Context: an optimization exercise on an open-source flow, tuned for small area, a short achievable clock period and few clock cycles per item. The choices shown serve that exercise and are no tape-out recipe. Where RTL was checked, it was by simulation tests only, not by an equivalence proof against the original. The RTL of runs 1 to 3 was laid out without a check of its function.

$ cat flow/design.v
`default_nettype none
package dct2d_pkg;
  localparam int LANES    = 8;
  localparam int SAMPLE_W = 8;
  localparam int COEF_W   = 16;
endpackage
`default_nettype wire
`default_nettype none
module dct2d_front (
  input  logic        clk,
  input  logic        we,        
  input  logic [2:0]  wr,
  input  logic        wpar,      
  input  logic [63:0] in_row,    
  input  logic [2:0]  rcol,      
  input  logic        rpar,      
  output logic [63:0] col        
);
  logic [63:0] bdat;             
  logic [63:0] bout;             
  logic [63:0] rot1, rot2;
  for (genvar k = 0; k < 8; k++) begin : g_wrot
    assign rot1[8*k +: 8] = wr[0] ? in_row[8*((k + 7) % 8) +: 8] : in_row[8*k +: 8];
    assign rot2[8*k +: 8] = wr[1] ? rot1[8*((k + 6) % 8) +: 8]   : rot1[8*k +: 8];
    assign bdat[8*k +: 8] = wr[2] ? rot2[8*((k + 4) % 8) +: 8]   : rot2[8*k +: 8];
  end
  for (genvar k = 0; k < 8; k++) begin : g_bank
    logic [63:0] mv;             
    logic [2:0]  wa, ra;
    assign wa = wpar ? (3'(k) - wr) : wr;
    assign ra = rpar ? rcol : (3'(k) - rcol);
    always_ff @(posedge clk) begin
      for (int a = 0; a < 8; a++) begin
        if (we && wa == 3'(a)) begin
          mv[8*a +: 8] <= bdat[8*k +: 8];
        end
      end
    end
    assign bout[8*k +: 8] = mv[8*ra +: 8];
  end
  logic [63:0] q1, q2;
  for (genvar r = 0; r < 8; r++) begin : g_rrot
    assign q1[8*r +: 8]  = rcol[0] ? bout[8*((r + 1) % 8) +: 8] : bout[8*r +: 8];
    assign q2[8*r +: 8]  = rcol[1] ? q1[8*((r + 2) % 8) +: 8]   : q1[8*r +: 8];
    assign col[8*r +: 8] = rcol[2] ? q2[8*((r + 4) % 8) +: 8]   : q2[8*r +: 8];
  end
endmodule
`default_nettype wire
`default_nettype none
module dct2d_queue (
  input  logic        clk,
  input  logic        adv,
  input  logic [2:0]  ph,
  input  logic [71:0] cr,      
  output logic [95:0] rin      
);
  logic signed [9:0]  s0, s1, s2, s3;
  logic signed [8:0]  d0, d1, d2, d3;
  logic signed [9:0]  e0, e1, e2, e3;
  logic signed [11:0] y0;
  logic signed [10:0] y2, y4, y6;
  logic signed [9:0]  p0, p1, p2, p3;
  assign s0 = $signed({1'b0, cr[0 +: 9]});
  assign s1 = $signed({1'b0, cr[9 +: 9]});
  assign s2 = $signed({1'b0, cr[18 +: 9]});
  assign s3 = $signed({1'b0, cr[27 +: 9]});
  assign d0 = cr[36 +: 9];
  assign d1 = cr[45 +: 9];
  assign d2 = cr[54 +: 9];
  assign d3 = cr[63 +: 9];
  assign e0 = s0 + s3;
  assign e1 = s1 + s2;
  assign e2 = s0 - s3;
  assign e3 = s1 - s2;
  assign y0 = $signed({2'b0, e0}) + $signed({2'b0, e1});
  assign y4 = $signed({1'b0, e0}) - $signed({1'b0, e1});
  assign y2 = e2 + (e2 >>> 2) + (e3 >>> 1);
  assign y6 = (e2 >>> 1) - e3 - (e3 >>> 2);
  assign p0 = ((d3 >>> 2) + d0) + ((d0 >>> 2) - (d0 >>> 4));
  assign p3 = ((d0 >>> 2) - d3) + ((d3 >>> 4) - (d3 >>> 2));
  assign p1 = (d1 + d2) - ((d2 >>> 2) + (d2 >>> 4));
  assign p2 = (d2 - d1) + ((d1 >>> 2) + (d1 >>> 4));
  logic [10:0]        l0;            
  logic [32:0]        l2;            
  logic [54:0]        l4;            
  logic [76:0]        l6;            
  logic [39:0]        pr;            
  always_ff @(posedge clk) begin
    if (adv) begin
      l0 <= y0[10:0];
      l2 <= {l2[21:0], y2};
      l4 <= {l4[43:0], y4};
      l6 <= {l6[65:0], y6};
      pr <= {p3, p2, p1, p0};
    end
  end
  logic signed [9:0]  q0, q1, q2, q3;
  logic signed [10:0] y1, y7, k1, k3;
  assign q0 = pr[0 +: 10];
  assign q1 = pr[10 +: 10];
  assign q2 = pr[20 +: 10];
  assign q3 = pr[30 +: 10];
  assign y1 = q0 + q1;
  assign k1 = q0 - q1;
  assign y7 = q2 + q3;
  assign k3 = q2 - q3;
  logic [10:0] l1;                   
  logic [76:0] l7;                   
  logic [21:0] kr;
  always_ff @(posedge clk) begin
    if (adv) begin
      l1 <= y1;
      l7 <= {l7[65:0], y7};
      kr <= {k3, k1};
    end
  end
  logic signed [10:0] kk1, kk3;
  logic signed [11:0] y3, y5;
  assign kk1 = kr[0 +: 11];
  assign kk3 = kr[11 +: 11];
  assign y3  = kk1 - kk3;
  assign y5  = kk1 + kk3;
  logic [23:0] l3;                   
  logic [47:0] l5;                   
  always_ff @(posedge clk) begin
    if (adv) begin
      l3 <= {l3[11:0], y3};
      l5 <= {l5[35:0], y5};
    end
  end
  logic [95:0] skq;
  assign skq[0 +: 12]  = {1'b0, l0};
  assign skq[12 +: 12] = {l1[10], l1};
  assign skq[24 +: 12] = {l2[32], l2[22 +: 11]};
  assign skq[36 +: 12] = l3[12 +: 12];
  assign skq[48 +: 12] = {l4[54], l4[44 +: 11]};
  assign skq[60 +: 12] = l5[36 +: 12];
  assign skq[72 +: 12] = {l6[76], l6[66 +: 11]};
  assign skq[84 +: 12] = {l7[76], l7[66 +: 11]};
  logic [2:0]  rs;
  logic [95:0] r0, r1, r2;
  assign rs = ph - 3'd1;
  for (genvar c = 0; c < 8; c++) begin : g_rot
    assign r0[12*c +: 12]  = skq[12*(7 - c) +: 12];
    assign r1[12*c +: 12]  = rs[0] ? r0[12*((c + 7) % 8) +: 12] : r0[12*c +: 12];
    assign r2[12*c +: 12]  = rs[1] ? r1[12*((c + 6) % 8) +: 12] : r1[12*c +: 12];
    assign rin[12*c +: 12] = rs[2] ? r2[12*((c + 4) % 8) +: 12] : r2[12*c +: 12];
  end
endmodule
`default_nettype wire
`default_nettype none
module dct2d_back (
  input  logic         clk,
  input  logic         adv,
  input  logic [95:0]  rin,     
  output logic [127:0] y        
);
  typedef logic signed [12:0] w13_t;
  typedef logic signed [15:0] w16_t;
  logic [83:0] dl0;
  logic [59:0] dl1;
  logic [35:0] dl2;
  logic [11:0] dl3;
  always_ff @(posedge clk) begin
    if (adv) begin
      dl0 <= {dl0[71:0], rin[0 +: 12]};
      dl1 <= {dl1[47:0], rin[12 +: 12]};
      dl2 <= {dl2[23:0], rin[24 +: 12]};
      dl3 <= rin[36 +: 12];
    end
  end
  logic signed [11:0] x0, x1, x2, x3, x4, x5, x6, x7;
  assign x0 = dl0[72 +: 12];
  assign x1 = dl1[48 +: 12];
  assign x2 = dl2[24 +: 12];
  assign x3 = dl3;
  assign x4 = rin[48 +: 12];
  assign x5 = rin[60 +: 12];
  assign x6 = rin[72 +: 12];
  assign x7 = rin[84 +: 12];
  w13_t s3n, d3n, s2n, d2n;
  assign s3n = x3 + x4;
  assign d3n = x3 - x4;
  assign s2n = x2 + x5;
  assign d2n = x2 - x5;
  logic [25:0] sd3a, sd3b, sd2;
  always_ff @(posedge clk) begin
    if (adv) begin
      sd3a <= {d3n, s3n};
      sd3b <= sd3a;
      sd2  <= {d2n, s2n};
    end
  end
  w13_t s1n, d1n, s2, d2, s3, d3;
  assign s1n = x1 + x6;
  assign d1n = x1 - x6;
  assign s3  = sd3b[0 +: 13];
  assign d3  = sd3b[13 +: 13];
  assign s2  = sd2[0 +: 13];
  assign d2  = sd2[13 +: 13];
  w16_t t3, h3, g2;
  w16_t ua, va, w2a, w6a, p1a, p3a, p5a, p7a;
  assign t3  = d3 >>> 2;
  assign h3  = (d3 >>> 4) - d3 - t3;
  assign g2  = d2 - (d2 >>> 2) - (d2 >>> 4);
  assign ua  = s3 + s2;
  assign va  = s3 - s2;
  assign w2a = -(s3 + (s3 >>> 2) + (s2 >>> 1));
  assign w6a = s2 + (s2 >>> 2) - (s3 >>> 1);
  assign p1a = t3 + g2;
  assign p7a = d2 + h3;
  assign p3a = t3 + h3 - g2 - d2;
  assign p5a = t3 - h3 - g2 + d2;
  logic [12:0] s1r, d1r;
  logic [15:0] uar, var_, w2ar, w6ar, p1ar, p3ar, p5ar, p7ar;
  logic [1:0]  s2lo, s3lo1;
  always_ff @(posedge clk) begin
    if (adv) begin
      s1r   <= s1n;
      d1r   <= d1n;
      uar   <= ua;
      var_  <= va;
      w2ar  <= w2a;
      w6ar  <= w6a;
      p1ar  <= p1a;
      p3ar  <= p3a;
      p5ar  <= p5a;
      p7ar  <= p7a;
      s2lo  <= s2[1:0];
      s3lo1 <= s3[1:0];
    end
  end
  w13_t s0n, d0n, s1, d1;
  assign s0n = x0 + x7;
  assign d0n = x0 - x7;
  assign s1  = s1r;
  assign d1  = d1r;
  w16_t ub, vb, w2b, w6b, b1, b3, b5, b7, h1;
  assign ub  = $signed(uar) + s1;
  assign vb  = $signed(var_) - s1;
  assign w2b = $signed(w2ar) + (s1 >>> 1) - w16_t'({s1[0] < s2lo[0]});
  assign w6b = $signed(w6ar) - s1 - (s1 >>> 2) + w16_t'({s1[1:0] < s2lo});
  assign h1  = (d1 >>> 2) + (d1 >>> 4);
  assign b1  = $signed(p1ar) + d1;
  assign b7  = $signed(p7ar) - d1 + h1;
  assign b3  = $signed(p3ar) - h1;
  assign b5  = $signed(p5ar) - (d1 <<< 1) + h1;
  logic [12:0] s0r, d0r;
  logic [15:0] ubr, vbr, w2br, w6br, b1r, b3r, b5r, b7r;
  logic [1:0]  s3lo2;
  always_ff @(posedge clk) begin
    if (adv) begin
      s0r   <= s0n;
      d0r   <= d0n;
      ubr   <= ub;
      vbr   <= vb;
      w2br  <= w2b;
      w6br  <= w6b;
      b1r   <= b1;
      b3r   <= b3;
      b5r   <= b5;
      b7r   <= b7;
      s3lo2 <= s3lo1;
    end
  end
  w13_t s0, d0;
  assign s0 = s0r;
  assign d0 = d0r;
  w16_t g0, q0, o0, o1, o2, o3, o4, o5, o6, o7;
  assign q0 = d0 >>> 2;
  assign g0 = d0 + q0 - (d0 >>> 4);
  assign o0 = s0 + $signed(ubr);
  assign o4 = s0 + $signed(vbr);
  assign o2 = s0 + (s0 >>> 2) + $signed(w2br) - w16_t'({s0[1:0] < s3lo2});
  assign o6 = (s0 >>> 1) + $signed(w6br) - w16_t'({s0[0] < s3lo2[0]});
  assign o1 = g0 + $signed(b1r);
  assign o3 = g0 + q0 + $signed(b3r);
  assign o5 = g0 - q0 + $signed(b5r);
  assign o7 = q0 + $signed(b7r);
  assign y = {o7, o6, o5, o4, o3, o2, o1, o0};
endmodule
`default_nettype wire
`default_nettype none
module integer_dct_8x8_2d (
  input  logic                                clk,
  input  logic                                rst_n,
  input  logic                                in_valid,
  output logic                                in_stall,
  input  logic [dct2d_pkg::SAMPLE_W-1:0]      in_sample_0,
  input  logic [dct2d_pkg::SAMPLE_W-1:0]      in_sample_1,
  input  logic [dct2d_pkg::SAMPLE_W-1:0]      in_sample_2,
  input  logic [dct2d_pkg::SAMPLE_W-1:0]      in_sample_3,
  input  logic [dct2d_pkg::SAMPLE_W-1:0]      in_sample_4,
  input  logic [dct2d_pkg::SAMPLE_W-1:0]      in_sample_5,
  input  logic [dct2d_pkg::SAMPLE_W-1:0]      in_sample_6,
  input  logic [dct2d_pkg::SAMPLE_W-1:0]      in_sample_7,
  output logic                                out_valid,
  input  logic                                out_stall,
  output logic signed [dct2d_pkg::COEF_W-1:0] out_coef_0,
  output logic signed [dct2d_pkg::COEF_W-1:0] out_coef_1,
  output logic signed [dct2d_pkg::COEF_W-1:0] out_coef_2,
  output logic signed [dct2d_pkg::COEF_W-1:0] out_coef_3,
  output logic signed [dct2d_pkg::COEF_W-1:0] out_coef_4,
  output logic signed [dct2d_pkg::COEF_W-1:0] out_coef_5,
  output logic signed [dct2d_pkg::COEF_W-1:0] out_coef_6,
  output logic signed [dct2d_pkg::COEF_W-1:0] out_coef_7,
  output logic                                out_last_row
);
  logic [2:0] ph;        
  logic [2:0] wr;        
  logic       wpar;      
  logic       pend;      
  logic       rd_on;     
  logic       s_v;       
  logic       adv;
  logic       free;
  logic       we;
  logic       rd_now;
  logic [9:0] vl;        
  assign adv = ~s_v;
  always_comb begin
    if (rd_on) begin
      free = (wr < ph) || (wr == ph && adv);
    end else if (pend) begin
      free = (wr == 3'd0) && (ph == 3'd0) && adv;
    end else begin
      free = 1'b1;
    end
  end
  assign in_stall = ~free;
  assign we       = in_valid & free;
  assign rd_now   = adv & (rd_on | (pend & (ph == 3'd0)));
  always_ff @(posedge clk) begin
    if (!rst_n) begin
      ph    <= '0;
      wr    <= '0;
      wpar  <= 1'b0;
      pend  <= 1'b0;
      rd_on <= 1'b0;
      vl    <= '0;
    end else begin
      if (adv) begin
        ph <= ph + 3'd1;
        vl <= {vl[8:0], rd_now};
      end
      if (we) begin
        wr <= wr + 3'd1;
        if (wr == 3'd7) begin
          wpar <= ~wpar;
        end
      end
      if (we && wr == 3'd7) begin
        pend <= 1'b1;
      end else if (rd_now && !rd_on) begin
        pend <= 1'b0;
      end
      if (rd_now) begin
        rd_on <= (ph != 3'd7);
      end
    end
  end
  logic [63:0] in_row;
  logic [63:0] col;
  assign in_row = {in_sample_7, in_sample_6, in_sample_5, in_sample_4,
                   in_sample_3, in_sample_2, in_sample_1, in_sample_0};
  dct2d_front u_front (
    .clk    (clk),
    .we     (we),
    .wr     (wr),
    .wpar   (wpar),
    .in_row (in_row),
    .rcol   (ph),
    .rpar   (~wpar),
    .col    (col)
  );
  logic [71:0] crn;
  logic [71:0] cr;
  for (genvar i = 0; i < 4; i++) begin : g_sd
    assign crn[9*i +: 9]      = {1'b0, col[8*i +: 8]} + {1'b0, col[8*(7-i) +: 8]};
    assign crn[36 + 9*i +: 9] = {1'b0, col[8*i +: 8]} - {1'b0, col[8*(7-i) +: 8]};
  end
  always_ff @(posedge clk) begin
    if (adv) begin
      cr <= crn;
    end
  end
  logic [95:0] rin;
  dct2d_queue u_cq (
    .clk (clk),
    .adv (adv),
    .ph  (ph),
    .cr  (cr),
    .rin (rin)
  );
  logic [127:0] ycoef;
  dct2d_back u_rp (
    .clk (clk),
    .adv (adv),
    .rin (rin),
    .y   (ycoef)
  );
  logic         rv;        
  logic         rlast;
  logic [128:0] skid;
  logic         take;      
  logic         fire;
  assign rv    = adv & vl[9];
  assign rlast = (ph == 3'd1);
  assign fire  = out_valid & ~out_stall;
  assign take  = (~out_valid | fire) & (s_v | rv);
  always_ff @(posedge clk) begin
    if (!rst_n) begin
      out_valid <= 1'b0;
      s_v       <= 1'b0;
    end else begin
      if (~out_valid | fire) begin
        out_valid <= s_v | rv;
      end
      if (s_v) begin
        if (~out_valid | fire) begin
          s_v <= 1'b0;
        end
      end else if (rv && out_valid && !fire) begin
        s_v <= 1'b1;
      end
    end
  end
  always_ff @(posedge clk) begin
    if (take) begin
      {out_last_row, out_coef_7, out_coef_6, out_coef_5, out_coef_4,
       out_coef_3, out_coef_2, out_coef_1, out_coef_0} <= s_v ? skid : {rlast, ycoef};
    end
    if (!s_v && rv && out_valid && !fire) begin
      skid <= {rlast, ycoef};
    end
  end
endmodule
`default_nettype wire
$ cat flow/run.sh
#!/bin/bash
# synth_recipe.tcl (not shown) runs the flow's synth.tcl, then flattens the netlist and writes it again
# the make line also repeats each setting of config.mk as NAME=value (left out here)
make -C /OpenROAD-flow-scripts/flow DESIGN_CONFIG=/design/flow/config.mk WORK_HOME=/design/flow/orfs CLKGATE_MAP_FILE= SYNTH_SCRIPT=/design/flow/synth_recipe.tcl finish
$ cat flow/config.mk
export PLATFORM = sky130hd
export DESIGN_NAME = integer_dct_8x8_2d
export DESIGN_NICKNAME = integer_dct_8x8_2d
export VERILOG_FILES = /design/flow/design.v
export SDC_FILE = /design/flow/constraint.sdc
export NUM_CORES = 4
export LEC_CHECK = 0
export CAP_MARGIN = 20
export CORE_MARGIN = 2
export CORE_UTILIZATION = 50
export SETUP_SLACK_MARGIN = 0.3
export SLEW_MARGIN = 20
$ cat flow/constraint.sdc
create_clock -name core_clock -period 7.5 [get_ports {clk}]
set_input_delay 1.5000 -clock core_clock [delete_from_list [all_inputs] [get_ports {clk}]]
set_output_delay 1.5000 -clock core_clock [all_outputs]
set_load 0.01 [all_outputs]
==> results.txt, run 1 <==
endpoints failing setup 0; pre-CTS setup slack around 1.3 ns; global placement routability congestion roughly 0.88; vias post-DR 64.87k; number of input and output port buffers inserted about 200; Critical Path End Type register; Clock transition at path regs roughly 0.06 ns; total of warnings raised by yosys 4; GR Overflow Total 0; Finished Layout Cells around 12k; Tightest Pin Transition about 1.2 ns; remaining routing DRC violations 0; setup fix buffers added after clock tree synthesis 0; Initial DRC Count 4,989; # nets final around 10k; count of distinct cell types in the synthesized netlist 88; post-synthesis to final-layout area growth 11.18%; Final Core Density 0.5579; All-Layer GR Usage 0.2284; maximum number of pins on one net before global-route repair around 160; final routed wirelength across all metal layers 250,300 um; initial antenna violation count 6; critical path peak fanout 5; layout cell share with drive strength beyond 1 0.09766; top flip-flop cell by instance count after synthesis edfxtp_1; CP startpoint kind register; Die Area 218,500 um2; final setup skew around 0.058 ns; final sum of negative setup slack 0 ns; number of CTS-inserted buffers 195; total of hold buffers inserted after clock tree synthesis 0; cell taking the most area after synthesis edfxtp_1; crit-path max cell delay between 0.5 and 0.6 ns; ordered cell list for the critical path inv_1 -> fa_1 -> ha_1 -> nor2b_1 -> o21ai_0 -> a21boi_0 -> o21ai_1 -> a21oi_1 -> o21a_1 -> o21a_1 -> o41ai_1 -> xnor2_1 -> inv_1 -> fa_1 -> inv_1 -> fa_1 -> inv_1 -> ha_1 -> and3_1 -> a211o_1 -> a21oi_1 -> xnor2_1; most frequent cell on the critical path inv_1; gate count after technology mapping around 8.6k; largest cells by area after synthesis edfxtp_1 50%, ha_1 10%, fa_1 5.1%, mux4_2 4.6%, xnor2_1 3.8%; IO Pins 199; worst rel slew slack 0.1745; type of the most critical hold path reg2reg; core region area approximately 210,000 um2; share of Yosys cell area claimed by the top area cell type 0.5037; die span in x 467.4 um; endpoint arrival time on the critical path approximately 6.8 ns; Crit path required time 8.08 ns; vertical extent of the die roughly 470 um; total placed cells including tap cells ~11k; summed instance area of the synthesized netlist approximately 110,000 um2; ratio of final minimum period to clock period 0.8241; synthesized area per cell ~13 um2; final-report hold violation count 0; Finished Cell Area about 120,000 um2; max-slew violation total from the final report 0; run status no timing/DRC/antenna violations; wire length of the first global-routing pass about 380,000 um; # Max-Cap Violations 0; number of gates given a new drive strength after cts 0; Post-synth EDFFs about 1.8k; sequential-to-total area share from yosys stat 0.5076; crit path setup slack, layout 1.319 ns; Post-synth ARST share 0; Detail Placement HPWL about 190,000 um; Clock Latency Late Sink approximately 0.85 ns; Bufs on Longest Clock Path 3; net count after synthesis around 10k; root buffer cell clkbuf_16; clock tree from TritonCTS done; most instantiated library cell after synthesis edfxtp_1; H-Tree Level Count 4; first-pass detailed-route iteration total 6; number of vias per cell after detailed routing around 5.5; number of global-route vias before repair between 60k and 70k; initial cell density of the core 0.5018; RSZ-0062 raised after global routing false; num rows 170; most instantiated cells after synthesis 1,801 x edfxtp_1, 1,058 x inv_1, 869 x ha_1; clock net sink count around 1.8k; instance area at placement approximately 110,000 um2; synthesis-stage register bit count roughly 1.8k; maximum frequency from static timing analysis approximately 0.16 GHz; final period demand of the worst path about 6 ns; number of nets still failing antenna checks after routing 0; wire length per cell after detailed routing around 21 um; startpoint-to-endpoint class of the critical path reg2reg; critical-path cell with the highest stage delay fa_1
[final timing paths]
path / from / to / slack [ns] / cells after the start
hold / removal: u_cq.l7[2] / u_cq.l7[13] / 0.38 / 0
setup reg to reg: u_rp.sd3b[15] / u_rp.p5ar[15] / 1.32 / 22
setup / recovery: u_rp.sd3b[15] / u_rp.p5ar[15] / 1.32 / 22
hold reg to reg: u_cq.l7[2] / u_cq.l7[13] / 0.38 / 0
[registers in the layout (all words and copies together), names as in the netlist, 33 cells and up]
register	cells
u_rp.dl0	84
u_rp.dl2	36
u_cq.l4	54
cr	68
u_front.g_bank.mv	512
u_cq.l6	77
u_cq.pr	40
skid	128
u_cq.l7	77
u_cq.l5	46
u_cq.l2	33
u_rp.dl1	60
[area by class of cell]
class / count / area (um2)
fill: 17677 / 94600
sequential: 1822 / 54520
multi-input combinational: 5501 / 48190
clock buffer: 227 / 5040
inverter: 1061 / 3993
tap: 2838 / 3551
timing repair buffer: 270 / 2572
clock inverter: 140 / 1494
antenna: 7 / 17.52
[cells in the final DEF, fill, tap and decap left out, types with 13 or more instances in the layout]
cell type,instances
or2_2,16
a21boi_0,32
nor3_1,86
mux4_2,221
clkbuf_1,28
fa_1,272
ha_1,867
buf_4,68
a31oi_1,30
o21ai_1,16
o21bai_1,152
inv_1,1053
o41ai_1,26
o21ai_0,287
a211oi_1,24
clkinv_1,47
a21o_1,122
clkdlybuf4s50_1,198
bufinv_16,22
and2_1,21
clkbuf_16,195
dfxtp_1,13
and3_1,58
clkinv_2,36
mux2i_1,282
nor2b_1,84
o21a_1,50
o31ai_1,16
xnor2_1,461
a21oi_1,535
nand2_1,484
xor2_1,171
mux2_2,220
nand2b_1,56
nand3_1,55
edfxtp_1,1801
o31a_1,13
o22ai_1,38
a22oi_1,25
nor2_1,585
[logic make-up after synthesis]
logic type	after synthesis	share of synthesized area
xor gates and xnor gates	636	0.05225
and+or+nand+nor	1519	0.06244
buffers and inverters	1261	0.04467
muxes	723	0.09572
AOI/OAI and AO/OA	1476	0.08474
adders and majority gates	1147	0.1526
DFF	1822	0.5076
[stage by stage]
step	hold slack [ns]
floorplan	0.4003
global placement	0.4007
detailed placement	0.4045
CTS	0.3743
global route	0.3810
finish	0.3830
[critical path: cells and delay by family (launching register included)]
kind	cells	cell delay (ns)
AND/OR/NAND/NOR	2	0.37
buffers and inverters	4	0.47
XOR/XNOR	2	0.35
AO/OA/AOI/OAI	9	2.09
adder cells (fa/ha/maj)	5	2.16
flip-flops	1	0.47
[routing by layer]
layer,vias to the layer above,track usage,routed length [um]
li1,31271,-,-
met5,-,0,0
met4,0,0.06466,7076
met2,1486,0.3930,123400
met3,339,0.02812,10860
met1,31769,0.3043,109000
==> run 2, diff against run 1 <==
--- a/flow/config.mk
+++ b/flow/config.mk
@@ -5,8 +5,9 @@
 export SDC_FILE = /design/flow/constraint.sdc
 export NUM_CORES = 4
 export LEC_CHECK = 0
+export ABC_CLOCK_PERIOD_IN_PS = 3500
 export CAP_MARGIN = 20
 export CORE_MARGIN = 2
 export CORE_UTILIZATION = 50
-export SETUP_SLACK_MARGIN = 0.3
+export SETUP_SLACK_MARGIN = 4.0
 export SLEW_MARGIN = 20
==> run 2 against run 1 <==
  * Setup slack better by 1.0 ns
  * Highest routed layer is now met5
==> results.txt, run 2 <==
cell taking the most area after synthesis edfxtp_1; crit-path max cell delay 0.61 ns (+0.08 ns); maximum number of pins on one net before global-route repair 112 (-30%); sequential-to-total area share from yosys stat 0.5076 (unchanged); critical path peak fanout 5 (unchanged); initial cell density of the core 0.5018 (unchanged); endpoint arrival time on the critical path 5.77 ns (-0.99 ns); ratio of final minimum period to clock period 0.6907 (-0.1334); vias post-DR 71.03k (+9.5%); GR Overflow Total 0 (unchanged); worst path bufs/invs 4 (unchanged); wire length per cell after detailed routing 22.35 um (+5.9%); reg-to-reg slack, setup 2.32 ns (+1.00 ns); Worst R2R Start u_rp.sd3b[17]; most instantiated cells after synthesis 1,801 x edfxtp_1, 1,058 x inv_1, 869 x ha_1; run status no timing/DRC/antenna violations; layout cell share with drive strength beyond 1 0.3378 (+0.2401); Finished Cell Area 139,800 um2 (+17%); Detail Placement HPWL 191,800 um (about the same); origin of the worst min-delay path u_rp.dl1[34]; largest cells by area after synthesis edfxtp_1 50%, ha_1 10%, fa_1 5.1%, mux4_2 4.6%, xnor2_1 3.8%; final routed wirelength across all metal layers 286,200 um (+14%); share of Yosys cell area claimed by the top area cell type 0.5037 (unchanged); synthesized area per cell 12.51 um2 (unchanged); worst hold margin 0.3935 ns (+0.01049 ns); Bufs on Longest Clock Path 3 (unchanged); most frequent cell on the critical path fa_1; summed instance area of the synthesized netlist 107,400 um2 (unchanged); initial antenna violation count 4 (-2); worst rel slew slack 0.05538 (-0.1191); num rows 170 (unchanged); H-Tree Level Count 4 (unchanged); Critical Path End Type register; final sum of negative setup slack 0 ns (unchanged); top flip-flop cell by instance count after synthesis edfxtp_1; net count after synthesis 9,793 (unchanged); number of CTS-inserted buffers 197 (+1.0%); global placement routability congestion 0.8795 (+0.23%); Initial DRC Count 5,412 (+8.5%); first-pass detailed-route iteration total 6 (unchanged); Crit path required time 8.09 ns (about the same); crit path setup slack, layout 2.320 ns (+1.000 ns); CP startpoint kind register; Die Area 218,500 um2 (unchanged); clock net sink count 1,822 (unchanged); root buffer cell clkbuf_16; post-synthesis to final-layout area growth 30.19%; family with the most delay on the worst path adder cells; clock tree from TritonCTS done; All-Layer GR Usage 0.2531 (+0.02463); most instantiated library cell after synthesis edfxtp_1; number of flip-flops in the largest register 512 (unchanged); Post-synth EDFFs 1,801 (unchanged); gate count after technology mapping 8,584 (unchanged); count of distinct cell types in the synthesized netlist 88 (unchanged); die span in x 467.4 um (unchanged); maximum frequency from static timing analysis 0.1930 GHz (+19%); number of nets still failing antenna checks after routing 0 (unchanged); final period demand of the worst path 5.180 ns (-1.000 ns); total of warnings raised by yosys 4 (unchanged); final setup skew 0.07090 ns (+0.01279 ns); register bank with the most flops u_front.g_bank.mv; leading cell type in the layout, fill and taps excluded edfxtp_1; number of vias per cell after detailed routing 5.546 (+1.4%); # Max-Cap Violations 0 (unchanged); final-report hold violation count 0 (unchanged); instance area at placement 112,800 um2 (about the same); # nets final 11.01k (+9.4%); remaining routing DRC violations 0 (unchanged); most used cells in the layout excluding fill and tap cells 1,801 x edfxtp_1, 916 x inv_1, 668 x ha_1, 647 x buf_4, 441 x nand2_1; startpoint-to-endpoint class of the critical path reg2reg; Top Registers u_front.g_bank.mv x512, skid x128, u_rp.dl0 x84; number of global-route vias before repair 71.55k (+10%); pre-CTS setup slack 1.499 ns (+0.2298 ns); Tightest Pin Transition 1.402 ns (+0.1768 ns); max-slew violation total from the final report 0 (unchanged); launch point of the critical path u_rp.sd3b[17]; Post-synth ARST share 0 (unchanged); total of hold buffers inserted after clock tree synthesis 0 (unchanged); endpoints failing setup 0 (unchanged); Clock Latency Late Sink 0.87 ns (+0.02 ns); vertical extent of the die 467.4 um (unchanged); synthesis-stage register bit count 1,822 (unchanged); wire length of the first global-routing pass 422,700 um (+11%); type of the most critical hold path reg2reg; RSZ-0062 raised after global routing true; critical-path cell with the highest stage delay fa_1; ordered cell list for the critical path buf_6 -> inv_4 -> fa_1 -> ha_4 -> buf_4 -> o21a_1 -> o21ai_2 -> a21oi_2 -> o31ai_1 -> a21boi_1 -> o21ai_2 -> nand2b_1 -> a21o_1 -> a31oi_4 -> fa_1 -> inv_1 -> fa_1 -> ha_4 -> and3_4 -> a211o_1 -> a21oi_2 -> xnor2_1; Clock transition at path regs 0.06 ns (about the same); IO Pins 199 (unchanged); core region area 214,000 um2 (unchanged); number of input and output port buffers inserted 198 (unchanged)
-- run 2: routing by layer --
| metal | GRT usage | vias up | wire, um |
|---|---|---|---|
| met5 | 0 | - | 15 |
| met4 | 0.07424 | 2 | 9862 |
| met3 | 0.03734 | 527 | 15200 |
| met2 | 0.4403 | 1922 | 143800 |
| met1 | 0.3278 | 35435 | 117400 |
| li1 | - | 33141 | - |
-- run 2: area by class of cell --
class / instances / area [um2]
Clock inverter: 136 / 1652
Sequential cell: 1822 / 54530
Tap cell: 2838 / 3551
Timing Repair inverter: 1 / 8.758
Inverter: 1061 / 4111
Fill cell: 15377 / 74190
Clock buffer: 230 / 5115
Antenna cell: 2 / 5.005
Timing Repair Buffer: 1216 / 12240
Multi-Input combinational cell: 5502 / 58580
-- run 2: final timing paths --
path                            cells past startpoint             to
worst min-delay path                                0   u_rp.dl1[46]
worst min register to register                      0   u_rp.dl1[46]
worst max-delay path                               22  u_rp.p5ar[15]
worst max register to register                     22  u_rp.p5ar[15]
-- run 2: what timing repair did --
item | in CTS | in global routing
cloned | 27 | 1
buffers inserted | 615 | 308
pin swaps | 695 | 702
endpoints found under the hold margin | 0 | 0
gates resized for setup | 1711 | 844
setup endpoints to repair | 1321 | 970
-- run 2: logic make-up after synthesis --
family	synth area share
buffers and inverters	0.04467
AOI/OAI and AO/OA	0.08474
and+or+nand+nor	0.06244
muxes	0.09572
xor gates and xnor gates	0.05225
adders and majority gates	0.1526
DFF	0.5076
-- run 2: metrics by stage --
| step | util | instances |
|---|---|---|
| global route | 0.6533 | 12807 |
| CTS | 0.6231 | 12497 |
| finish | 0.6533 | 12808 |
| global placement | 0.5272 | 11489 |
| detailed placement | 0.5273 | 11489 |
| floorplan | - | 8584 |
==> run 3, diff against run 2 <==
--- a/flow/design.v
+++ b/flow/design.v
@@ -74,28 +74,29 @@
   assign e3 = s1 - s2;
   assign y0 = $signed({2'b0, e0}) + $signed({2'b0, e1});
   assign y4 = $signed({1'b0, e0}) - $signed({1'b0, e1});
-  assign y2 = e2 + (e2 >>> 2) + (e3 >>> 1);
-  assign y6 = (e2 >>> 1) - e3 - (e3 >>> 2);
   assign p0 = ((d3 >>> 2) + d0) + ((d0 >>> 2) - (d0 >>> 4));
   assign p3 = ((d0 >>> 2) - d3) + ((d3 >>> 4) - (d3 >>> 2));
   assign p1 = (d1 + d2) - ((d2 >>> 2) + (d2 >>> 4));
   assign p2 = (d2 - d1) + ((d1 >>> 2) + (d1 >>> 4));
   logic [10:0]        l0;            
-  logic [32:0]        l2;            
   logic [54:0]        l4;            
-  logic [76:0]        l6;            
+  logic [19:0]        er;            
   logic [39:0]        pr;            
   always_ff @(posedge clk) begin
     if (adv) begin
       l0 <= y0[10:0];
-      l2 <= {l2[21:0], y2};
       l4 <= {l4[43:0], y4};
-      l6 <= {l6[65:0], y6};
+      er <= {e3, e2};
       pr <= {p3, p2, p1, p0};
     end
   end
+  logic signed [9:0]  f2, f3;
   logic signed [9:0]  q0, q1, q2, q3;
   logic signed [10:0] y1, y7, k1, k3;
+  assign f2 = er[0 +: 10];
+  assign f3 = er[10 +: 10];
+  assign y2 = f2 + (f2 >>> 2) + (f3 >>> 1);
+  assign y6 = (f2 >>> 1) - f3 - (f3 >>> 2);
   assign q0 = pr[0 +: 10];
   assign q1 = pr[10 +: 10];
   assign q2 = pr[20 +: 10];
@@ -105,11 +106,15 @@
   assign y7 = q2 + q3;
   assign k3 = q2 - q3;
   logic [10:0] l1;                   
+  logic [21:0] l2;                   
+  logic [65:0] l6;                   
   logic [76:0] l7;                   
   logic [21:0] kr;
   always_ff @(posedge clk) begin
     if (adv) begin
       l1 <= y1;
+      l2 <= {l2[10:0], y2};
+      l6 <= {l6[54:0], y6};
       l7 <= {l7[65:0], y7};
       kr <= {k3, k1};
     end
@@ -131,11 +136,11 @@
   logic [95:0] skq;
   assign skq[0 +: 12]  = {1'b0, l0};
   assign skq[12 +: 12] = {l1[10], l1};
-  assign skq[24 +: 12] = {l2[32], l2[22 +: 11]};
+  assign skq[24 +: 12] = {l2[21], l2[11 +: 11]};
   assign skq[36 +: 12] = l3[12 +: 12];
   assign skq[48 +: 12] = {l4[54], l4[44 +: 11]};
   assign skq[60 +: 12] = l5[36 +: 12];
-  assign skq[72 +: 12] = {l6[76], l6[66 +: 11]};
+  assign skq[72 +: 12] = {l6[65], l6[55 +: 11]};
   assign skq[84 +: 12] = {l7[76], l7[66 +: 11]};
   logic [2:0]  rs;
   logic [95:0] r0, r1, r2;
@@ -156,7 +161,8 @@
   output logic [127:0] y        
 );
   typedef logic signed [12:0] w13_t;
-  typedef logic signed [15:0] w16_t;
+  typedef logic signed [13:0] w14_t;
+  typedef logic signed [14:0] w15_t;
   logic [83:0] dl0;
   logic [59:0] dl1;
   logic [35:0] dl2;
@@ -178,106 +184,83 @@
   assign x5 = rin[60 +: 12];
   assign x6 = rin[72 +: 12];
   assign x7 = rin[84 +: 12];
-  w13_t s3n, d3n, s2n, d2n;
+  w13_t s3n, d3n, s2n, d2n, s1n, d1n;
   assign s3n = x3 + x4;
   assign d3n = x3 - x4;
   assign s2n = x2 + x5;
   assign d2n = x2 - x5;
-  logic [25:0] sd3a, sd3b, sd2;
+  assign s1n = x1 + x6;
+  assign d1n = x1 - x6;
+  logic [25:0] sd3a, sd3b, sd3c, sd3d, sd2a, sd2b, sd1;
   always_ff @(posedge clk) begin
     if (adv) begin
       sd3a <= {d3n, s3n};
       sd3b <= sd3a;
-      sd2  <= {d2n, s2n};
+      sd3c <= sd3b;
+      sd3d <= sd3c;
+      sd2a <= {d2n, s2n};
+      sd2b <= sd2a;
+      sd1  <= {d1n, s1n};
     end
   end
-  w13_t s1n, d1n, s2, d2, s3, d3;
-  assign s1n = x1 + x6;
-  assign d1n = x1 - x6;
-  assign s3  = sd3b[0 +: 13];
-  assign d3  = sd3b[13 +: 13];
-  assign s2  = sd2[0 +: 13];
-  assign d2  = sd2[13 +: 13];
-  w16_t t3, h3, g2;
-  w16_t ua, va, w2a, w6a, p1a, p3a, p5a, p7a;
-  assign t3  = d3 >>> 2;
-  assign h3  = (d3 >>> 4) - d3 - t3;
-  assign g2  = d2 - (d2 >>> 2) - (d2 >>> 4);
-  assign ua  = s3 + s2;
-  assign va  = s3 - s2;
-  assign w2a = -(s3 + (s3 >>> 2) + (s2 >>> 1));
-  assign w6a = s2 + (s2 >>> 2) - (s3 >>> 1);
-  assign p1a = t3 + g2;
-  assign p7a = d2 + h3;
-  assign p3a = t3 + h3 - g2 - d2;
-  assign p5a = t3 - h3 - g2 + d2;
-  logic [12:0] s1r, d1r;
-  logic [15:0] uar, var_, w2ar, w6ar, p1ar, p3ar, p5ar, p7ar;
-  logic [1:0]  s2lo, s3lo1;
+  w13_t s1, d1, s2, d2, s0n, d0n;
+  assign s1  = sd1[0 +: 13];
+  assign d1  = sd1[13 +: 13];
+  assign s2  = sd2b[0 +: 13];
+  assign d2  = sd2b[13 +: 13];
+  assign s0n = x0 + x7;
+  assign d0n = x0 - x7;
+  w14_t e1n, e3n, p1n, p2n;
+  assign e1n = s1 + s2;
+  assign e3n = s1 - s2;
+  assign p1n = (d1 + d2) - ((d2 >>> 2) + (d2 >>> 4));
+  assign p2n = (d2 - d1) + ((d1 >>> 2) + (d1 >>> 4));
+  logic [25:0] sd0;
+  logic [55:0] ep1;
   always_ff @(posedge clk) begin
     if (adv) begin
-      s1r   <= s1n;
-      d1r   <= d1n;
-      uar   <= ua;
-      var_  <= va;
-      w2ar  <= w2a;
-      w6ar  <= w6a;
-      p1ar  <= p1a;
-      p3ar  <= p3a;
-      p5ar  <= p5a;
-      p7ar  <= p7a;
-      s2lo  <= s2[1:0];
-      s3lo1 <= s3[1:0];
+      sd0 <= {d0n, s0n};
+      ep1 <= {p2n, p1n, e3n, e1n};
     end
   end
-  w13_t s0n, d0n, s1, d1;
-  assign s0n = x0 + x7;
-  assign d0n = x0 - x7;
-  assign s1  = s1r;
-  assign d1  = d1r;
-  w16_t ub, vb, w2b, w6b, b1, b3, b5, b7, h1;
-  assign ub  = $signed(uar) + s1;
-  assign vb  = $signed(var_) - s1;
-  assign w2b = $signed(w2ar) + (s1 >>> 1) - w16_t'({s1[0] < s2lo[0]});
-  assign w6b = $signed(w6ar) - s1 - (s1 >>> 2) + w16_t'({s1[1:0] < s2lo});
-  assign h1  = (d1 >>> 2) + (d1 >>> 4);
-  assign b1  = $signed(p1ar) + d1;
-  assign b7  = $signed(p7ar) - d1 + h1;
-  assign b3  = $signed(p3ar) - h1;
-  assign b5  = $signed(p5ar) - (d1 <<< 1) + h1;
-  logic [12:0] s0r, d0r;
-  logic [15:0] ubr, vbr, w2br, w6br, b1r, b3r, b5r, b7r;
-  logic [1:0]  s3lo2;
+  w13_t s0, d0, s3, d3;
+  assign s0 = sd0[0 +: 13];
+  assign d0 = sd0[13 +: 13];
+  assign s3 = sd3d[0 +: 13];
+  assign d3 = sd3d[13 +: 13];
+  w14_t e0n, e2n, p0n, p3n;
+  assign e0n = s0 + s3;
+  assign e2n = s0 - s3;
+  assign p0n = ((d3 >>> 2) + d0) + ((d0 >>> 2) - (d0 >>> 4));
+  assign p3n = ((d0 >>> 2) - d3) + ((d3 >>> 4) - (d3 >>> 2));
+  logic [55:0] ep0;
+  logic [55:0] ep1b;
   always_ff @(posedge clk) begin
     if (adv) begin
-      s0r   <= s0n;
-      d0r   <= d0n;
-      ubr   <= ub;
-      vbr   <= vb;
-      w2br  <= w2b;
-      w6br  <= w6b;
-      b1r   <= b1;
-      b3r   <= b3;
-      b5r   <= b5;
-      b7r   <= b7;
-      s3lo2 <= s3lo1;
+      ep0  <= {p3n, p0n, e2n, e0n};
+      ep1b <= ep1;
     end
   end
-  w13_t s0, d0;
-  assign s0 = s0r;
-  assign d0 = d0r;
-  w16_t g0, q0, o0, o1, o2, o3, o4, o5, o6, o7;
-  assign q0 = d0 >>> 2;
-  assign g0 = d0 + q0 - (d0 >>> 4);
-  assign o0 = s0 + $signed(ubr);
-  assign o4 = s0 + $signed(vbr);
-  assign o2 = s0 + (s0 >>> 2) + $signed(w2br) - w16_t'({s0[1:0] < s3lo2});
-  assign o6 = (s0 >>> 1) + $signed(w6br) - w16_t'({s0[0] < s3lo2[0]});
-  assign o1 = g0 + $signed(b1r);
-  assign o3 = g0 + q0 + $signed(b3r);
-  assign o5 = g0 - q0 + $signed(b5r);
-  assign o7 = q0 + $signed(b7r);
-  assign y = {o7, o6, o5, o4, o3, o2, o1, o0};
+  w14_t e0, e1, e2, e3, p0, p1, p2, p3;
+  assign e0 = ep0[0 +: 14];
+  assign e2 = ep0[14 +: 14];
+  assign p0 = ep0[28 +: 14];
+  assign p3 = ep0[42 +: 14];
+  assign e1 = ep1b[0 +: 14];
+  assign e3 = ep1b[14 +: 14];
+  assign p1 = ep1b[28 +: 14];
+  assign p2 = ep1b[42 +: 14];
+  w15_t o0, o1, o2, o3, o4, o5, o6, o7;
+  assign o0 = e0 + e1;
+  assign o4 = e0 - e1;
+  assign o2 = e2 + (e2 >>> 2) + (e3 >>> 1);
+  assign o6 = (e2 >>> 1) - e3 - (e3 >>> 2);
+  assign o1 = p0 + p1;
+  assign o7 = p2 + p3;
+  assign o3 = (p0 - p1) - (p2 - p3);
+  assign o5 = (p0 - p1) + (p2 - p3);
+  assign y = {o7[14], o7, o6[14], o6, o5[14], o5, o4[14], o4,
+              o3[14], o3, o2[14], o2, o1[14], o1, o0[14], o0};
 endmodule
 `default_nettype wire
 `default_nettype none
@@ -316,7 +299,7 @@
   logic       free;
   logic       we;
   logic       rd_now;
-  logic [9:0] vl;        
+  logic [10:0] vl;       
   assign adv = ~s_v;
   always_comb begin
     if (rd_on) begin
@@ -341,7 +324,7 @@
     end else begin
       if (adv) begin
         ph <= ph + 3'd1;
-        vl <= {vl[8:0], rd_now};
+        vl <= {vl[9:0], rd_now};
       end
       if (we) begin
         wr <= wr + 3'd1;
@@ -404,8 +387,8 @@
   logic [128:0] skid;
   logic         take;      
   logic         fire;
-  assign rv    = adv & vl[9];
-  assign rlast = (ph == 3'd1);
+  assign rv    = adv & vl[10];
+  assign rlast = (ph == 3'd2);
   assign fire  = out_valid & ~out_stall;
   assign take  = (~out_valid | fire) & (s_v | rv);
   always_ff @(posedge clk) begin
--- a/flow/config.mk
+++ b/flow/config.mk
@@ -5,9 +5,9 @@
 export SDC_FILE = /design/flow/constraint.sdc
 export NUM_CORES = 4
 export LEC_CHECK = 0
-export ABC_CLOCK_PERIOD_IN_PS = 3500
+export ABC_CLOCK_PERIOD_IN_PS = 3000
 export CAP_MARGIN = 20
 export CORE_MARGIN = 2
 export CORE_UTILIZATION = 50
-export SETUP_SLACK_MARGIN = 4.0
+export SETUP_SLACK_MARGIN = 4.5
 export SLEW_MARGIN = 20
==> run 3 against run 2 <==
  * Largest cell class is now registers
  * Register-to-register slack improved by 0.78 ns
  * Final cell count is 12% lower
  * Synthesized cell count down 13%
  * Routed wire length fell by 8.1%
  * Setup slack improved by 0.78 ns
  * Count of clock-buffer cells in the layout is 3 lower
  * Critical path depth is 1 higher
  * First-iteration DRC count is 5.6% lower
==> results.txt, run 3 <==
first-pass detailed-route iteration total 6 (unchanged); synthesis-stage register bit count 1,788 (-1.9%); number of nets still failing antenna checks after routing 0 (unchanged); cell taking the most area after synthesis edfxtp_1; maximum frequency from static timing analysis 0.2273 GHz (+18%); Critical R2R Capture cr[26]; synthesized area per cell 13.22 um2 (+5.7%); core region area 197,200 um2 (-7.8%); initial antenna violation count 4 (unchanged); Initial DRC Count 5,111 (-5.6%); summed instance area of the synthesized netlist 99,120 um2 (-7.7%); top flip-flop cell by instance count after synthesis edfxtp_1; run status no timing/DRC/antenna violations; Die Area 201,800 um2 (-7.6%); Clock transition at path regs 0.06 ns (about the same); final period demand of the worst path 4.399 ns (-0.7818 ns); All-Layer GR Usage 0.2489 (-0.004199); final setup skew 0.02725 ns (-0.04364 ns); total of hold buffers inserted after clock tree synthesis 0 (unchanged); depth of the most critical reg-to-reg path 23 (+4.5%); total of warnings raised by yosys 4 (unchanged); max-slew violation total from the final report 0 (unchanged); layout cell share with drive strength beyond 1 0.3340 (-0.003748); layout filler cell count 14.22k (-7.5%); leading cell type in the layout, fill and taps excluded edfxtp_1; # nets final 9,344 (-15%); Post-synth ARST share 0 (unchanged); post-synthesis to final-layout area growth 27.43%; wire length of the first global-routing pass 383,100 um (-9.4%); vias post-DR 63.46k (-11%); critical path peak fanout 5 (unchanged); number of input and output port buffers inserted 198 (unchanged); initial cell density of the core 0.5026 (+0.0008209); Bufs on Longest Clock Path 3 (unchanged); most instantiated cells after synthesis 1,766 x edfxtp_1, 770 x inv_1, 673 x ha_1; share of Yosys cell area claimed by the top area cell type 0.5350 (+0.03132); Critical Path End Type register; final sum of negative setup slack 0 ns (unchanged); root buffer cell clkbuf_16; critical-path cell with the highest stage delay mux4_2; endpoints failing setup 0 (unchanged); CP startpoint kind register; global placement routability congestion 0.8892 (+1.1%); maximum number of pins on one net before global-route repair 184 (+64%); wire length per cell after detailed routing 23.44 um (+4.9%); H-Tree Level Count 4 (unchanged); worst path bufs/invs 6 (+2); number of CTS-inserted buffers 190 (-3.6%); GR Overflow Total 0 (unchanged); launch point of the critical path ph[0]; gate count after technology mapping 7,500 (-13%); Tightest Pin Transition 1.076 ns (-0.3258 ns); number of vias per cell after detailed routing 5.655 (+2.0%); startpoint-to-endpoint class of the critical path reg2reg; Top Registers u_front.g_bank.mv x512, skid x119, u_rp.dl0 x84; multi-input combinational cell area 49,870 um2 (-15%); clock tree from TritonCTS done; register bank with the most flops u_front.g_bank.mv; endpoint arrival time on the critical path 5.10 ns (-0.67 ns); Clock Latency Late Sink 0.83 ns (-0.04 ns); family with the most delay on the worst path multiplexers; footprint of the flip-flops and latches 53,500 um2 (-1.9%); Crit path required time 8.20 ns (+0.11 ns); crit-path max cell delay 0.59 ns (-0.02 ns); ordered cell list for the critical path buf_12 -> ha_4 -> ha_4 -> a21oi_4 -> buf_12 -> buf_8 -> mux2i_1 -> mux4_2 -> mux2i_4 -> mux2i_1 -> buf_4 -> mux2i_2 -> ha_2 -> inv_2 -> fa_2 -> inv_2 -> a21oi_4 -> o21bai_4 -> a21oi_2 -> nor2_1 -> nor2_2 -> o21bai_1 -> a21o_1; largest cells by area after synthesis edfxtp_1 54%, ha_1 8.5%, mux4_2 4.9%, mux2i_1 3.9%, fa_1 3.6%; ratio of final minimum period to clock period 0.5865 (-0.1042); # Max-Cap Violations 0 (unchanged); capture point of the worst path cr[26]; count of distinct cell types in the synthesized netlist 79 (-10%); final routed wirelength across all metal layers 263,000 um (-8.1%); most instantiated library cell after synthesis edfxtp_1; sequential-to-total area share from yosys stat 0.5395 (+0.03185); vertical extent of the die 449.2 um (-3.9%); remaining routing DRC violations 0 (unchanged); net count after synthesis 8,421 (-14%); Post-synth EDFFs 1,766 (-1.9%); most used cells in the layout excluding fill and tap cells 1,766 x edfxtp_1, 661 x inv_1, 504 x ha_1, 437 x buf_4, 298 x mux2i_1; number of flip-flops in the largest register 512 (unchanged); die span in x 449.2 um (-3.9%); RSZ-0062 raised after global routing true; clock net sink count 1,788 (-1.9%); Worst R2R Start ph[0]; final-report hold violation count 0 (unchanged); Detail Placement HPWL 173,600 um (-9.5%); num rows 163 (-4.1%); worst rel slew slack 0.2776 (+0.2223); Crit. path cell count 23 (+4.5%); reg-to-reg slack, setup 3.10 ns (+0.78 ns); type of the most critical hold path reg2reg; IO Pins 199 (unchanged); number of global-route vias before repair 63.29k (-12%)
==> run 3: cell types whose count changed in the layout (fill, tap and decap cells not counted), moves of 44 or more <==
cell	delta
inv_1	-255
buf_4	-210
ha_1	-164
nand2_1	-149
nor2_1	-136
clkdlybuf4s50_1	-130
mux2i_1	+96
xnor2_1	-92
fa_1	-75
a21oi_2	-68
clkdlybuf4s15_1	+60
buf_2	+47
mux2_2	+44
==> run 3: metal layers <==
| metal | share of wire | up-vias | global-route usage |
|---|---|---|---|
| met2 | 0.50 | 1852 | 0.4225 |
| li1 | - | 29305 | - |
| met4 | 0.051 | 0 | 0.1173 |
| met3 | 0.054 | 498 | 0.03636 |
| met1 | 0.40 | 31806 | 0.3143 |
| met5 | 0 | - | 0 |
==> run 3: worst min path at each step <==
| stage | from | endpoint | slack (ns) | cells past startpoint |
|---|---|---|---|---|
| floorplan | u_cq.l2[0] | u_cq.l2[11] | 0.40 | 0 |
| global placement | u_rp.ep1[29] | u_rp.ep1b[29] | 0.40 | 0 |
| detailed placement | u_cq.l2[5] | u_cq.l2[16] | 0.40 | 0 |
| CTS | u_cq.l5[5] | u_cq.l5[17] | 0.39 | 0 |
| global route | u_rp.dl2[7] | u_rp.dl2[19] | 0.40 | 0 |
| finish | u_rp.dl2[10] | u_rp.dl2[22] | 0.40 | 0 |
==> run 3: cell families (layout without fill, tap and decap cells) <==
kind of cell / count (synthesis) / count (layout) / share of synthesized area
AND/OR/NAND/NOR: 1153 / 1153 / 0.05297
XOR/XNOR: 466 / 466 / 0.04125
multiplexers: 855 / 855 / 0.1168
other: 0 / 2 / 0
AO/OA/AOI/OAI: 1346 / 1348 / 0.08600
buffers and inverters: 1039 / 2117 / 0.04225
adder cells (fa/ha/maj): 853 / 853 / 0.1213
flip-flops: 1788 / 1788 / 0.5395
==> run 3: what timing repair did <==
item                                    CTS  global route
gates resized for setup                1764           714
setup endpoints to repair              1386           977
pin swaps                               496           541
setup buffers                           455           258
endpoints found under the hold margin     0             0
cloned                                   24             6
==> run 3: final cells by class <==
class | count | share of cell area
clock buffers | 227 | 0.03941
inverters | 773 | 0.02375
well taps | 2640 | 0.02615
repair inverters | 2 | 0.0001387
clock inverters | 122 | 0.01000
diodes | 2 | 0.00003962
multi-input cells | 4675 | 0.3948
repair buffers | 993 | 0.08216
flip-flops and latches | 1788 | 0.4235
==> run 3: stage by stage <==
step / hold WS [ns] / util / std cells / setup WS (ns) / cell area [um2]
finish: 0.4013 / 0.6405 / 11222 / 3.101 / 126300
global route: 0.4006 / 0.6405 / 11221 / 2.989 / 126300
CTS: 0.3893 / 0.6112 / 10955 / 3.160 / 120500
detailed placement: 0.4045 / 0.5261 / 10127 / 1.216 / 103800
global placement: 0.4004 / 0.5261 / 10127 / 1.310 / 103800
floorplan: 0.4003 / - / 7500 / 2.493 / 99280
==> run 3: worst register-to-register path: cells and delay by family, from the launching register on <==
family	cells	cell delay, ns
fa+ha+maj	4	1.07
buf+inv	6	0.71
simple gates	2	0.21
mux	5	1.29
flops	1	0.36
compound gates	6	0.64
==> run 4, diff against run 3 <==
--- a/flow/design.v
+++ b/flow/design.v
@@ -8,42 +8,52 @@
 `default_nettype none
 module dct2d_front (
   input  logic        clk,
-  input  logic        we,        
-  input  logic [2:0]  wr,
-  input  logic        wpar,      
+  input  logic        step,      
+  input  logic        norm,      
+  input  logic [2:0]  k,         
+  input  logic [2:0]  ph,
   input  logic [63:0] in_row,    
-  input  logic [2:0]  rcol,      
-  input  logic        rpar,      
   output logic [63:0] col        
 );
-  logic [63:0] bdat;             
-  logic [63:0] bout;             
-  logic [63:0] rot1, rot2;
-  for (genvar k = 0; k < 8; k++) begin : g_wrot
-    assign rot1[8*k +: 8] = wr[0] ? in_row[8*((k + 7) % 8) +: 8] : in_row[8*k +: 8];
-    assign rot2[8*k +: 8] = wr[1] ? rot1[8*((k + 6) % 8) +: 8]   : rot1[8*k +: 8];
-    assign bdat[8*k +: 8] = wr[2] ? rot2[8*((k + 4) % 8) +: 8]   : rot2[8*k +: 8];
-  end
-  for (genvar k = 0; k < 8; k++) begin : g_bank
-    logic [63:0] mv;             
-    logic [2:0]  wa, ra;
-    assign wa = wpar ? (3'(k) - wr) : wr;
-    assign ra = rpar ? rcol : (3'(k) - rcol);
+  logic [7:1] mv;
+  for (genvar i = 1; i < 8; i++) begin : g_mv
+    assign mv[i] = step & (norm | (3'(i) > k));
+  end
+  logic [63:0] sko;               
+  assign sko[7:0] = in_row[7:0];
+  for (genvar c = 1; c < 8; c++) begin : g_skew
+    logic [8*c-1:0] q;
     always_ff @(posedge clk) begin
-      for (int a = 0; a < 8; a++) begin
-        if (we && wa == 3'(a)) begin
-          mv[8*a +: 8] <= bdat[8*k +: 8];
+      for (int i = 1; i <= c; i++) begin
+        if (mv[i]) begin
+          if (i == 1) q[7:0] <= in_row[8*c +: 8];
+          else        q[8*(i-1) +: 8] <= q[8*(i-2) +: 8];
         end
       end
     end
-    assign bout[8*k +: 8] = mv[8*ra +: 8];
+    assign sko[8*c +: 8] = q[8*(c-1) +: 8];
   end
-  logic [63:0] q1, q2;
-  for (genvar r = 0; r < 8; r++) begin : g_rrot
-    assign q1[8*r +: 8]  = rcol[0] ? bout[8*((r + 1) % 8) +: 8] : bout[8*r +: 8];
-    assign q2[8*r +: 8]  = rcol[1] ? q1[8*((r + 2) % 8) +: 8]   : q1[8*r +: 8];
-    assign col[8*r +: 8] = rcol[2] ? q2[8*((r + 4) % 8) +: 8]   : q2[8*r +: 8];
+  logic [63:0] r0, r1, r2, rot;
+  for (genvar r = 0; r < 8; r++) begin : g_rot
+    assign r0[8*r +: 8]  = sko[8*((8 - r) % 8) +: 8];
+    assign r1[8*r +: 8]  = ph[0] ? r0[8*((r + 7) % 8) +: 8] : r0[8*r +: 8];
+    assign r2[8*r +: 8]  = ph[1] ? r1[8*((r + 6) % 8) +: 8] : r1[8*r +: 8];
+    assign rot[8*r +: 8] = ph[2] ? r2[8*((r + 4) % 8) +: 8] : r2[8*r +: 8];
+  end
+  for (genvar r = 0; r < 7; r++) begin : g_deskew
+    localparam int N = 7 - r;
+    logic [8*N-1:0] q;
+    always_ff @(posedge clk) begin
+      for (int j = 1; j <= N; j++) begin
+        if (mv[j + r]) begin
+          if (j == 1) q[7:0] <= rot[8*r +: 8];
+          else        q[8*(j-1) +: 8] <= q[8*(j-2) +: 8];
+        end
+      end
+    end
+    assign col[8*r +: 8] = q[8*(N-1) +: 8];
   end
+  assign col[63:56] = rot[63:56];
 endmodule
 `default_nettype wire
 `default_nettype none
@@ -289,71 +299,75 @@
   output logic signed [dct2d_pkg::COEF_W-1:0] out_coef_7,
   output logic                                out_last_row
 );
-  logic [2:0] ph;        
-  logic [2:0] wr;        
-  logic       wpar;      
-  logic       pend;      
-  logic       rd_on;     
-  logic       s_v;       
-  logic       adv;
-  logic       free;
-  logic       we;
-  logic       rd_now;
-  logic [10:0] vl;       
-  assign adv = ~s_v;
-  always_comb begin
-    if (rd_on) begin
-      free = (wr < ph) || (wr == ph && adv);
-    end else if (pend) begin
-      free = (wr == 3'd0) && (ph == 3'd0) && adv;
-    end else begin
-      free = 1'b1;
-    end
-  end
-  assign in_stall = ~free;
-  assign we       = in_valid & free;
-  assign rd_now   = adv & (rd_on | (pend & (ph == 3'd0)));
+  logic [2:0]  ph;        
+  logic [2:0]  wr;        
+  logic        in_v;      
+  logic [63:0] in_row_r;
+  logic        bub_on;    
+  logic [2:0]  bub_cnt;   
+  logic        col_on;    
+  logic [2:0]  col_cnt;
+  logic        s_v;       
+  logic        adv;
+  logic        pending;
+  logic        bub;
+  logic        step;
+  logic        nstep;
+  logic        cv;
+  logic [10:0] vl;        
+  assign adv     = ~s_v;
+  assign pending = col_on | (|vl);
+  assign bub     = bub_on | (~in_v & pending);
+  assign step    = adv & (in_v | bub);
+  assign nstep   = step & in_v;
+  assign cv      = (nstep & (wr == 3'd7)) | (step & col_on);
+  assign in_stall = bub | (in_v & ~adv);
   always_ff @(posedge clk) begin
     if (!rst_n) begin
-      ph    <= '0;
-      wr    <= '0;
-      wpar  <= 1'b0;
-      pend  <= 1'b0;
-      rd_on <= 1'b0;
-      vl    <= '0;
+      ph      <= '0;
+      wr      <= '0;
+      in_v    <= 1'b0;
+      bub_on  <= 1'b0;
+      bub_cnt <= '0;
+      col_on  <= 1'b0;
+      col_cnt <= '0;
+      vl      <= '0;
     end else begin
-      if (adv) begin
+      in_v <= (in_valid & ~in_stall) | (in_v & ~nstep);
+      if (step) begin
         ph <= ph + 3'd1;
-        vl <= {vl[9:0], rd_now};
+        vl <= {vl[9:0], cv};
       end
-      if (we) begin
+      if (nstep) begin
         wr <= wr + 3'd1;
-        if (wr == 3'd7) begin
-          wpar <= ~wpar;
-        end
       end
-      if (we && wr == 3'd7) begin
-        pend <= 1'b1;
-      end else if (rd_now && !rd_on) begin
-        pend <= 1'b0;
+      if (step && bub) begin
+        bub_cnt <= bub_cnt + 3'd1;
+        bub_on  <= (bub_cnt != 3'd7);
       end
-      if (rd_now) begin
-        rd_on <= (ph != 3'd7);
+      if (nstep && wr == 3'd7) begin
+        col_on  <= 1'b1;
+        col_cnt <= 3'd1;
+      end else if (step && col_on) begin
+        col_cnt <= col_cnt + 3'd1;
+        col_on  <= (col_cnt != 3'd7);
       end
     end
   end
-  logic [63:0] in_row;
-  logic [63:0] col;
-  assign in_row = {in_sample_7, in_sample_6, in_sample_5, in_sample_4,
+  always_ff @(posedge clk) begin
+    if (in_valid && !in_stall) begin
+      in_row_r <= {in_sample_7, in_sample_6, in_sample_5, in_sample_4,
                    in_sample_3, in_sample_2, in_sample_1, in_sample_0};
+    end
+  end
+  logic [63:0] col;
   dct2d_front u_front (
     .clk    (clk),
-    .we     (we),
-    .wr     (wr),
-    .wpar   (wpar),
-    .in_row (in_row),
-    .rcol   (ph),
-    .rpar   (~wpar),
+    .step   (step),
+    .norm   (in_v),
+    .k      (wr),
+    .ph     (ph),
+    .in_row (in_row_r),
     .col    (col)
   );
   logic [71:0] crn;
@@ -363,22 +377,22 @@
     assign crn[36 + 9*i +: 9] = {1'b0, col[8*i +: 8]} - {1'b0, col[8*(7-i) +: 8]};
   end
   always_ff @(posedge clk) begin
-    if (adv) begin
+    if (step) begin
       cr <= crn;
     end
   end
   logic [95:0] rin;
   dct2d_queue u_cq (
     .clk (clk),
-    .adv (adv),
-    .ph  (ph),
+    .adv (step),
+    .ph  (ph + 3'd1),
     .cr  (cr),
     .rin (rin)
   );
   logic [127:0] ycoef;
   dct2d_back u_rp (
     .clk (clk),
-    .adv (adv),
+    .adv (step),
     .rin (rin),
     .y   (ycoef)
   );
@@ -387,8 +401,8 @@
   logic [128:0] skid;
   logic         take;      
   logic         fire;
-  assign rv    = adv & vl[10];
-  assign rlast = (ph == 3'd2);
+  assign rv    = step & vl[10];
+  assign rlast = (ph == 3'd1);
   assign fire  = out_valid & ~out_stall;
   assign take  = (~out_valid | fire) & (s_v | rv);
   always_ff @(posedge clk) begin
==> flow/config.mk (replaced) <==
export PLATFORM = sky130hd
export DESIGN_NAME = integer_dct_8x8_2d
export DESIGN_NICKNAME = integer_dct_8x8_2d
export VERILOG_FILES = /design/flow/design.v
export SDC_FILE = /design/flow/constraint.sdc
export NUM_CORES = 4
export LEC_CHECK = 0
export CAP_MARGIN = 20
export CORE_MARGIN = 2
export CORE_UTILIZATION = 55
export SETUP_SLACK_MARGIN = 3.4
export SLEW_MARGIN = 20
==> run 4 against run 3 <==
  * Critical path depth is 9 lower
  * Largest cell class unchanged
  * First-iteration DRC count down 38%
  * Non-clock buffer count fell by 704
  * Flip-flop and latch count increased by 6
  * Synthesized area is 9.0% lower
  * Still clean on timing, DRC and antenna
  * Global-route usage shrank 2.4 points
==> results.txt, run 4 <==
crit-path max cell delay 0.44 ns (-0.15 ns); Clock transition at path regs 0.06 ns (about the same); wire length per cell after detailed routing 20.84 um (-11%); net count after synthesis 7,323 (-13%); share of cell area taken by muxes after synthesis 0.06729 (-0.04949); Bufs on Longest Clock Path 3 (unchanged); Post-synth EDFFs 1,766 (unchanged); vias post-DR 49.13k (-23%); Die Area 167,200 um2 (-17%); Crit path required time 8.17 ns (-0.03 ns); first-pass detailed-route iteration total 5 (-1); gate count after technology mapping 6,411 (-15%); maximum number of pins on one net before global-route repair 332 (+80%); number of nets still failing antenna checks after routing 0 (unchanged); GR Overflow Total 0 (unchanged); number of vias per cell after detailed routing 5.421 (-4.1%); maximum frequency from static timing analysis 0.2517 GHz (+11%); Tightest Pin Transition 1.136 ns (+0.05931 ns); cell taking the most area after synthesis edfxtp_1; # nets final 7,646 (-18%); endpoints failing setup 0 (unchanged); Critical Path End Type register; most used cells in the layout excluding fill and tap cells 1,766 x edfxtp_1, 761 x inv_1, 638 x ha_1, 356 x a21oi_1, 340 x xnor2_1; Finished Layout Cells 9,063 (-19%); number of CTS-inserted buffers 183 (-3.7%); core region area 162,800 um2 (-17%); capture point of the worst path u_rp.sd1[12]; clock net sink count 1,794 (+0.34%); most instantiated cells after synthesis 1,766 x edfxtp_1, 769 x inv_1, 664 x ha_1; total of warnings raised by yosys 4 (unchanged); share of Yosys cell area claimed by the top area cell type 0.5880 (+0.05300); Clock Latency Late Sink 0.83 ns (about the same); All-Layer GR Usage 0.2248 (-0.02405); run status no timing/DRC/antenna violations; Top Registers u_front.g_deskew.q x224, u_front.g_skew.q x224, skid x119; number of input and output port buffers inserted 198 (unchanged); family with the most delay on the worst path compound AO/OA/AOI/OAI gates; wire length of the first global-routing pass 285,900 um (-25%); main combinational cell family by area after synthesis adder cells; clock tree from TritonCTS done; CP startpoint kind register; number of global-route vias before repair 49.11k (-22%); pre-CTS setup slack 2.369 ns (+1.153 ns); Worst R2R Start ph[0]; Post-synth ARST share 0 (unchanged); Initial DRC Count 3,161 (-38%); synthesized area per cell 14.07 um2 (+6.4%); global placement routability congestion 0.9060 (+1.9%)
[run 4: kinds of logic (layout without fill, tap and decap cells)]
| logic type | Yosys count | in the layout |
|---|---|---|
| multiplexers | 422 | 422 |
| AND/OR/NAND/NOR | 812 | 812 |
| adder cells (fa/ha/maj) | 844 | 844 |
| buffers and inverters | 922 | 1396 |
| XOR/XNOR | 490 | 490 |
| other | 0 | 3 |
| AO/OA/AOI/OAI | 1127 | 1127 |
| flip-flops | 1794 | 1794 |
[run 4: how the worst min path moves through the flow]
stage | from | to | slack (ns) | cells past startpoint
final | u_cq.l7[55] | u_cq.l7[66] | 0.39 | 0
after global routing | u_cq.l6[36] | u_cq.l6[47] | 0.39 | 0
after CTS | u_rp.dl0[26] | u_rp.dl0[38] | 0.38 | 0
after detailed placement | u_cq.l4[23] | u_cq.l4[34] | 0.40 | 0
after global placement | u_rp.dl0[14] | u_rp.dl0[26] | 0.40 | 0
after floorplan | u_cq.l2[0] | u_cq.l2[11] | 0.40 | 0
[run 4: timing repair]
item | in CTS | in global routing
buffers inserted | 34 | 28
resized for setup | 73 | 127
gates cloned | 0 | 4
pin swaps | 13 | 60
hold endpoints to repair | 0 | 0
endpoints found under the setup margin | 98 | 154
[run 4: layout make-up]
class                      instances  area (um2)  area share
sequential                      1794       53620      0.5237
multi-input combinational       3695       33970      0.3318
clock buffer                     208        4673     0.04565
timing repair buffer             289        2923     0.02855
inverter                         770        2919     0.02851
tap                             2175        2721     0.02658
clock inverter                   128        1536     0.01501
timing repair inverter             1       11.26   0.0001100
antenna                            3       7.507  0.00007333
[run 4: stage by stage]
step,util,cell area (um2)
6_report,0.6289,102400
5_1_grt,0.6289,102400
4_1_cts,0.6237,101500
3_5_place_dp,0.5817,94690
3_3_place_gp,0.5818,94690
2_1_floorplan,-,90270
[run 4: layer usage]
layer,wire length (um),GRT usage
met2,96740,0.3969
met5,0,0
met3,6294,0.03094
met1,79430,0.2856
met4,6384,0.07393
[run 4: worst register-to-register path, delay by kind of cell (launching register included)]
kind | cells | cell delay (ns)
AO/OA/AOI/OAI | 8 | 1.50
adder cells (fa/ha/maj) | 3 | 1.07
multiplexers | 2 | 0.63
flip-flops | 1 | 0.41
buffers and inverters | 1 | 0.21
Testbench counts of run 4, summed over its fixed seeds: cycles 2,208, blocks 256.

[separate check: timing with driven ports]
In the flow no input, the clock included, has a driving cell. The finished layouts below were timed again as built, in two steps.
Step 1: set_driving_cell puts a clkbuf_16 on clk and a buf_2 on each other input, an assumption about the parent block.
Step 2 times the ports against the registers' clock, not the clock port: input delays grow and output delays shrink by t, the midpoint of the rising clock arrivals with the driver on.
a / b / c = ideal ports / drivers / drivers and shift; a / b = the first two.
| run | t (ns) | setup WS [ns] | worst setup path after step 2 |
|---|---|---|---|
| run 1 | 0.902 | 1.319 / 1.319 / 1.319 | register to register |
| run 2 | 0.916 | 2.320 / 2.320 / 2.320 | register to register |
| run 3 | 0.905 | 3.101 / 3.101 / 3.101 | register to register |
| run 4 | 0.903 | 3.528 / 3.461 / 3.528 | register to register |
After both steps setup and hold are still met in every run listed.
